What follows belongs to an exercise in optimizing a design on an open flow for small area and few clock cycles per item; a production flow would make more cautious choices. In this exercise RTL edits were held to simulation tests only and were not proved equivalent to the original. No activity file was given, so power comes from the tool's default toggle rates.

// fpu_mul_prenorm_pipe
module fpu_mul_prenorm_pipe #(
  parameter int SIZE_DATA = 8,
  parameter int SIZE_MANT = 24,
  parameter int SIZE_LOPD = 8,
  parameter int BIAS      = 127
) (
  input  logic                   i_clk,
  input  logic                   i_rst_n,
  input  logic                   i_valid,
  output logic                   o_ready,
  input  logic [31:0]            i_data_a,
  input  logic [31:0]            i_data_b,
  output logic                   o_valid,
  input  logic                   i_ready,
  output logic                   o_sign,
  output logic [SIZE_DATA-1:0]   o_data_exp,
  output logic                   o_exp_oor,
  output logic [2*SIZE_MANT-1:0] o_mant_prod,
  output logic                   o_ov_flag,
  output logic                   o_un_flag,
  output logic [SIZE_LOPD-1:0]   o_one_pos,
  output logic                   o_zero_flag
);
  localparam int FP_W    = fpu_mul_pkg::FP_W;
  localparam int EXP_W   = fpu_mul_pkg::EXP_W;
  localparam int FRAC_W  = fpu_mul_pkg::FRAC_W;
  localparam int NBLK    = 9;
  logic                       a_nz, b_nz;
  logic [EXP_W-1:0]           ea, eb;
  logic [SIZE_MANT-1:0]       ma, mb;
  ...
Settings: LEC_CHECK=0, CAP_MARGIN=20, CORE_MARGIN=2, CORE_UTILIZATION=40, CTS_BUF_LIST=sky130_fd_sc_hd__clkbuf_16, CTS_CLUSTER_DIAMETER=200, CTS_CLUSTER_SIZE=40, GPL_TIMING_DRIVEN=0, SLEW_MARGIN=20, SYNTH_HIERARCHICAL=1, SYNTH_MINIMUM_KEEP_SIZE=0; clock period 8.0 ns.
run.sh (not shown) runs the stock make flow with config.mk's settings and CLKGATE_MAP_FILE= SYNTH_SCRIPT=/design/flow/synth_recipe.tcl, a recipe that flattens the netlist after the stock synthesis.
Testbench counts at the start, summed over its fixed seeds: cycles 24,008, items 24,000.
Next try:
CTS_BUF_LIST = sky130_fd_sc_hd__clkbuf_8   (was sky130_fd_sc_hd__clkbuf_16)
CTS_CLUSTER_DIAMETER = not set   (was 200)
CTS_CLUSTER_SIZE = not set   (was 40)
The changed run went through all stages and came out clean.
Worst setup slack gets worse by 0.040 ns.
Count of clock-buffer cells in the layout does not change.
Final area came out lower by about 0.6%.
Synthesized area is unchanged.
Total power came out lower by about 1.3%.

========
== the previous run ==
Another version of the RTL of fpu_mul_prenorm_pipe (not shown whole).
Settings: LEC_CHECK=0, CAP_MARGIN=20, CORE_MARGIN=2, CORE_UTILIZATION=40, CTS_BUF_LIST=sky130_fd_sc_hd__clkbuf_8, GPL_TIMING_DRIVEN=0, SLEW_MARGIN=20, SYNTH_HIERARCHICAL=1, SYNTH_MINIMUM_KEEP_SIZE=0; clock period 8.0 ns.
standard.sh (not shown) runs the stock make flow with config.mk's settings and CLKGATE_MAP_FILE= SYNTH_SCRIPT=/design/flow/synth_recipe.tcl, a recipe that flattens the netlist after the stock synthesis.
==> flow/flow/run.sh <==
#!/bin/bash
# The standard layout, except that the port buffers are sky130_fd_sc_hd__buf_1
# cells (resized later by repair as needed) instead of the delay cells
# buffer_ports picks by default, and clock tree synthesis inserts no dummy loads.
set -euo pipefail
bash standard.sh 'BUFFER_PORTS_ARGS=-buffer_cell sky130_fd_sc_hd__buf_1' \
  'CTS_ARGS=-sink_clustering_enable -repair_clock_nets -dont_use_dummy_load -buf_list sky130_fd_sc_hd__clkbuf_8' \
  finish > orfs_make.log 2>&1
The previous run went all the way through synthesis, placement and routing and the layout is clean on timing, DRC and antenna.
Testbench counts of the previous run, summed over its fixed seeds: cycles 24,008, items 24,000.
Inputs modified between the previous run and the current run:
==> flow/flow/run.sh <==
#!/bin/bash
# The standard layout, except that the port buffers are sky130_fd_sc_hd__buf_1
# cells (resized later by repair as needed) instead of the delay cells
# buffer_ports picks by default, and clock tree synthesis uses larger sink
# clusters and no dummy loads.
set -euo pipefail
bash standard.sh 'BUFFER_PORTS_ARGS=-buffer_cell sky130_fd_sc_hd__buf_1' \
  'CTS_ARGS=-sink_clustering_enable -repair_clock_nets -dont_use_dummy_load -buf_list sky130_fd_sc_hd__clkbuf_16 -sink_clustering_size 34 -sink_clustering_max_diameter 150 -sink_buffer_max_cap_derate 1.0' \
  finish > orfs_make.log 2>&1
==> summary.txt <==
Summary of the comparison: fraction of the core area covered by cells at the end of the flow is higher in the current run, relative to the previous run.
Comparing the previous run with the current run, the required time of the worst setup path came out essentially unchanged.
The current run vs. the previous run: number of global-route vias before repair has remained practically unchanged, signed area change from the synthesized netlist to the final layout has increased, worst clock skew has decreased.
On power consumed by the clock network, the current run does worse than the previous run.
The current run reports its startpoint of the worst setup timing path as i_data_b[3] while the previous run reports i_data_b[9].

========
fpu_mul_prenorm_pipe again, from the RTL that the note above started with.
export LEC_CHECK = 0
export CAP_MARGIN = 5
export CORE_MARGIN = 2
export CORE_UTILIZATION = 40
export CTS_BUF_LIST = sky130_fd_sc_hd__clkbuf_8
export GPL_TIMING_DRIVEN = 0
export SLEW_MARGIN = 5
export SYNTH_HIERARCHICAL = 1
export SYNTH_MINIMUM_KEEP_SIZE = 0
create_clock -name core_clock -period 8.0 [get_ports {i_clk}]
==> flow/flow/run.sh <==
#!/bin/bash
# The standard layout, except that the port buffers are sky130_fd_sc_hd__buf_1
# cells (resized later by repair as needed) instead of the delay cells
# buffer_ports picks by default, and clock tree synthesis inserts no dummy loads.
set -euo pipefail
bash standard.sh 'BUFFER_PORTS_ARGS=-buffer_cell sky130_fd_sc_hd__buf_1' \
  'CTS_ARGS=-sink_clustering_enable -repair_clock_nets -dont_use_dummy_load -buf_list sky130_fd_sc_hd__clkbuf_8' \
  finish > orfs_make.log 2>&1
The starting point finished clean.
Testbench counts at the start, summed over its fixed seeds: cycles 24,008, items 24,000.
Edit:
==> flow/flow/run.sh (replaced) <==
#!/bin/bash
# The standard layout, except that the port buffers are sky130_fd_sc_hd__buf_1
# cells (resized later by repair as needed) instead of the delay cells
# buffer_ports picks by default. Every port still gets its own buffer.
set -euo pipefail
bash standard.sh 'BUFFER_PORTS_ARGS=-buffer_cell sky130_fd_sc_hd__buf_1' finish > orfs_make.log 2>&1
- CAP_MARGIN: 5 -> 20
- SLEW_MARGIN: 5 -> 20
Result: Final area rose by 1.0%. Sequential share of layout area fell by 0.11 points. Register-to-register slack is better by 0.20 ns. Cell count hardly moves.

========
Another version of the RTL of fpu_mul_prenorm_pipe (not shown whole).
Size in the first run: roughly 1400 cells after synthesis, roughly 0.016 mm^2 of cells after synthesis.
// fpu_mul_prenorm_pipe
module fpu_mul_prenorm_pipe #(
  parameter int SIZE_DATA = 8,
  parameter int SIZE_MANT = 24,
  parameter int SIZE_LOPD = 8,
  parameter int BIAS      = 127
) (
  input  logic                   i_clk,
  input  logic                   i_rst_n,
  input  logic                   i_valid,
  output logic                   o_ready,
  input  logic [31:0]            i_data_a,
  input  logic [31:0]            i_data_b,
  output logic                   o_valid,
  input  logic                   i_ready,
  output logic                   o_sign,
  output logic [SIZE_DATA-1:0]   o_data_exp,
  output logic                   o_exp_oor,
  output logic [2*SIZE_MANT-1:0] o_mant_prod,
  output logic                   o_ov_flag,
  output logic                   o_un_flag,
  output logic [SIZE_LOPD-1:0]   o_one_pos,
  output logic                   o_zero_flag
);
  localparam int FP_W    = fpu_mul_pkg::FP_W;
  localparam int EXP_W   = fpu_mul_pkg::EXP_W;
  ...
clock: 8.0 ns
lec_check: 0
cap_margin: 20
core_margin: 2
core_utilization: 40
slew_margin: 20
synth_hierarchical: 1
synth_minimum_keep_size: 0
run.sh (not shown) runs the stock make flow with config.mk's settings and CLKGATE_MAP_FILE= SYNTH_SCRIPT=/design/flow/synth_recipe.tcl, a recipe that flattens the netlist after the stock synthesis.
Stock flow here: none of the scripts above is used.
Testbench counts at the start, summed over its fixed seeds: cycles 24,008, items 24,000.
Next try:
Settings changed: GPL_TIMING_DRIVEN set to 0.
Effect:
- wire length decreases by 4.8%
- clock skew barely changes
- design area decreases by 1.5%
- core utilization decreases by 0.75 points
- sequential share of layout area increases by 0.17 points
- setup slack got worse by 380 ps
- non-clock buffer count decreases by 60
- worst hold slack improved by 5.7 ps
- synthesized area stays the same
- cell count decreases by 2.8%
Next try:
Settings changed: CAP_MARGIN 20 to 0, CTS_BUF_LIST set to sky130_fd_sc_hd__clkbuf_4, GPL_TIMING_DRIVEN 0 to unset, SLEW_MARGIN 20 to 0.
After rerunning: The new run went through all stages and came out clean. Total power came out lower by 9.7%. Critical path depth rises by 3. Clock skew is higher by 12 ps. Worst setup slack improves by 480 ps. Via count rises by 3.2%.

========
Another version of the RTL of fpu_mul_prenorm_pipe (not shown whole).
Size: ~1,400 cells after synthesis, roughly 66 flip-flops, ~140 I/O pins, about 16,000 um2 of cells after synthesis.
clock: 8.0 ns
lec_check: 0
cap_margin: 5
core_margin: 2
core_utilization: 40
cts_buf_list: sky130_fd_sc_hd__clkbuf_8
gpl_timing_driven: 0
slew_margin: 5
synth_hierarchical: 1
synth_minimum_keep_size: 0
standard.sh (not shown) runs the stock make flow with config.mk's settings and CLKGATE_MAP_FILE= SYNTH_SCRIPT=/design/flow/synth_recipe.tcl, a recipe that flattens the netlist after the stock synthesis.
==> flow/flow/run.sh <==
#!/bin/bash
# The standard layout, except that the port buffers are sky130_fd_sc_hd__buf_1
# cells (resized later by repair as needed) instead of the delay cells
# buffer_ports picks by default, and clock tree synthesis inserts no dummy loads.
set -euo pipefail
bash standard.sh 'BUFFER_PORTS_ARGS=-buffer_cell sky130_fd_sc_hd__buf_1' \
  'CTS_ARGS=-sink_clustering_enable -repair_clock_nets -dont_use_dummy_load -buf_list sky130_fd_sc_hd__clkbuf_8 -sink_clustering_size 30 -sink_clustering_max_diameter 250' \
  finish > orfs_make.log 2>&1
Testbench counts at the start, summed over its fixed seeds: cycles 24,008, items 24,000.
Next try:
--- a/flow/flow/run.sh
+++ b/flow/flow/run.sh
@@ -6,3 +6,3 @@
 bash standard.sh 'BUFFER_PORTS_ARGS=-buffer_cell sky130_fd_sc_hd__buf_1' \
-  'CTS_ARGS=-sink_clustering_enable -repair_clock_nets -dont_use_dummy_load -buf_list sky130_fd_sc_hd__clkbuf_8 -sink_clustering_size 30 -sink_clustering_max_diameter 250' \
+  'CTS_ARGS=-sink_clustering_enable -repair_clock_nets -dont_use_dummy_load -buf_list sky130_fd_sc_hd__clkbuf_8' \
   finish > orfs_make.log 2>&1
--- a/flow/config.mk
+++ b/flow/config.mk
@@ -7,3 +7,3 @@
 export LEC_CHECK = 0
-export CAP_MARGIN = 5
+export CAP_MARGIN = 10
 export CORE_MARGIN = 2
@@ -12,3 +12,3 @@
 export GPL_TIMING_DRIVEN = 0
-export SLEW_MARGIN = 5
+export SLEW_MARGIN = 10
 export SYNTH_HIERARCHICAL = 1
What happened: The changed run completed with no timing, DRC or antenna violations; synthesized area is unchanged; clock skew goes up by 6.9 ps; worst setup slack gets better by 32 ps; cell area goes up by 1.2%; register-to-register slack barely changes; total power goes down by 0.60%; count of clock-buffer cells in the layout does not change; hold slack gets worse by 6.1 ps.

[re-timing with driven ports]
In the flow no input, the clock included, has a driving cell. The finished layouts below were timed again as built, in two steps. Step 1 sets driving cells, clkbuf_16 on the clock port and buf_2 on the other inputs (assumed; they add their load-dependent delay and slew). Step 2 adds t to the input delays and takes it off the output delays; t is the mean of the earliest and latest rising clock arrival at the registers after step 1. Input paths then give back, and output paths get back, about the clock's delay inside the block. Three values: ideal ports, drivers, drivers and shift; two values: the first two.
run	t (ns)	setup slack, ns	worst setup path at the end	worst register clock-pin slew, ns	worst slew at a driven data input, ns
the first run of note 1	0.387	0.178 / 0.194 / -0.192	input to register	0.05 / 0.05	0.06
the second run of note 1	0.392	0.138 / 0.153 / -0.239	input to register	0.07 / 0.07	0.06
the previous run	0.372	0.443 / 0.459 / 0.087	input to register	0.07 / 0.07	0.06
the current run	0.367	0.455 / 0.464 / 0.097	input to register	0.06 / 0.06	0.06
the first run of note 3	0.376	0.276 / 0.295 / -0.080	input to register	0.07 / 0.07	0.06
the second run of note 3	0.381	0.449 / 0.466 / 0.085	input to register	0.08 / 0.08	0.06
the first run of note 4	0.382	0.522 / 0.550 / 0.168	input to register	0.06 / 0.06	0.05
the second run of note 4	0.369	0.146 / 0.160 / -0.209	input to register	0.05 / 0.05	0.07
the third run of note 4	0.470	0.623 / 0.646 / 0.176	input to register	0.11 / 0.11	0.05
the first run of note 5	0.377	0.199 / 0.201 / -0.175	input to register	0.08 / 0.08	0.05
the second run of note 5	0.382	0.230 / 0.238 / -0.144	input to register	0.08 / 0.08	0.05
Met with ideal ports but missed after step 2: setup timing in 6 of these runs. For the third run of note 4, which loses most, drivers alone change the setup slack by +0.023 ns; drivers and shift together by -0.447 ns.
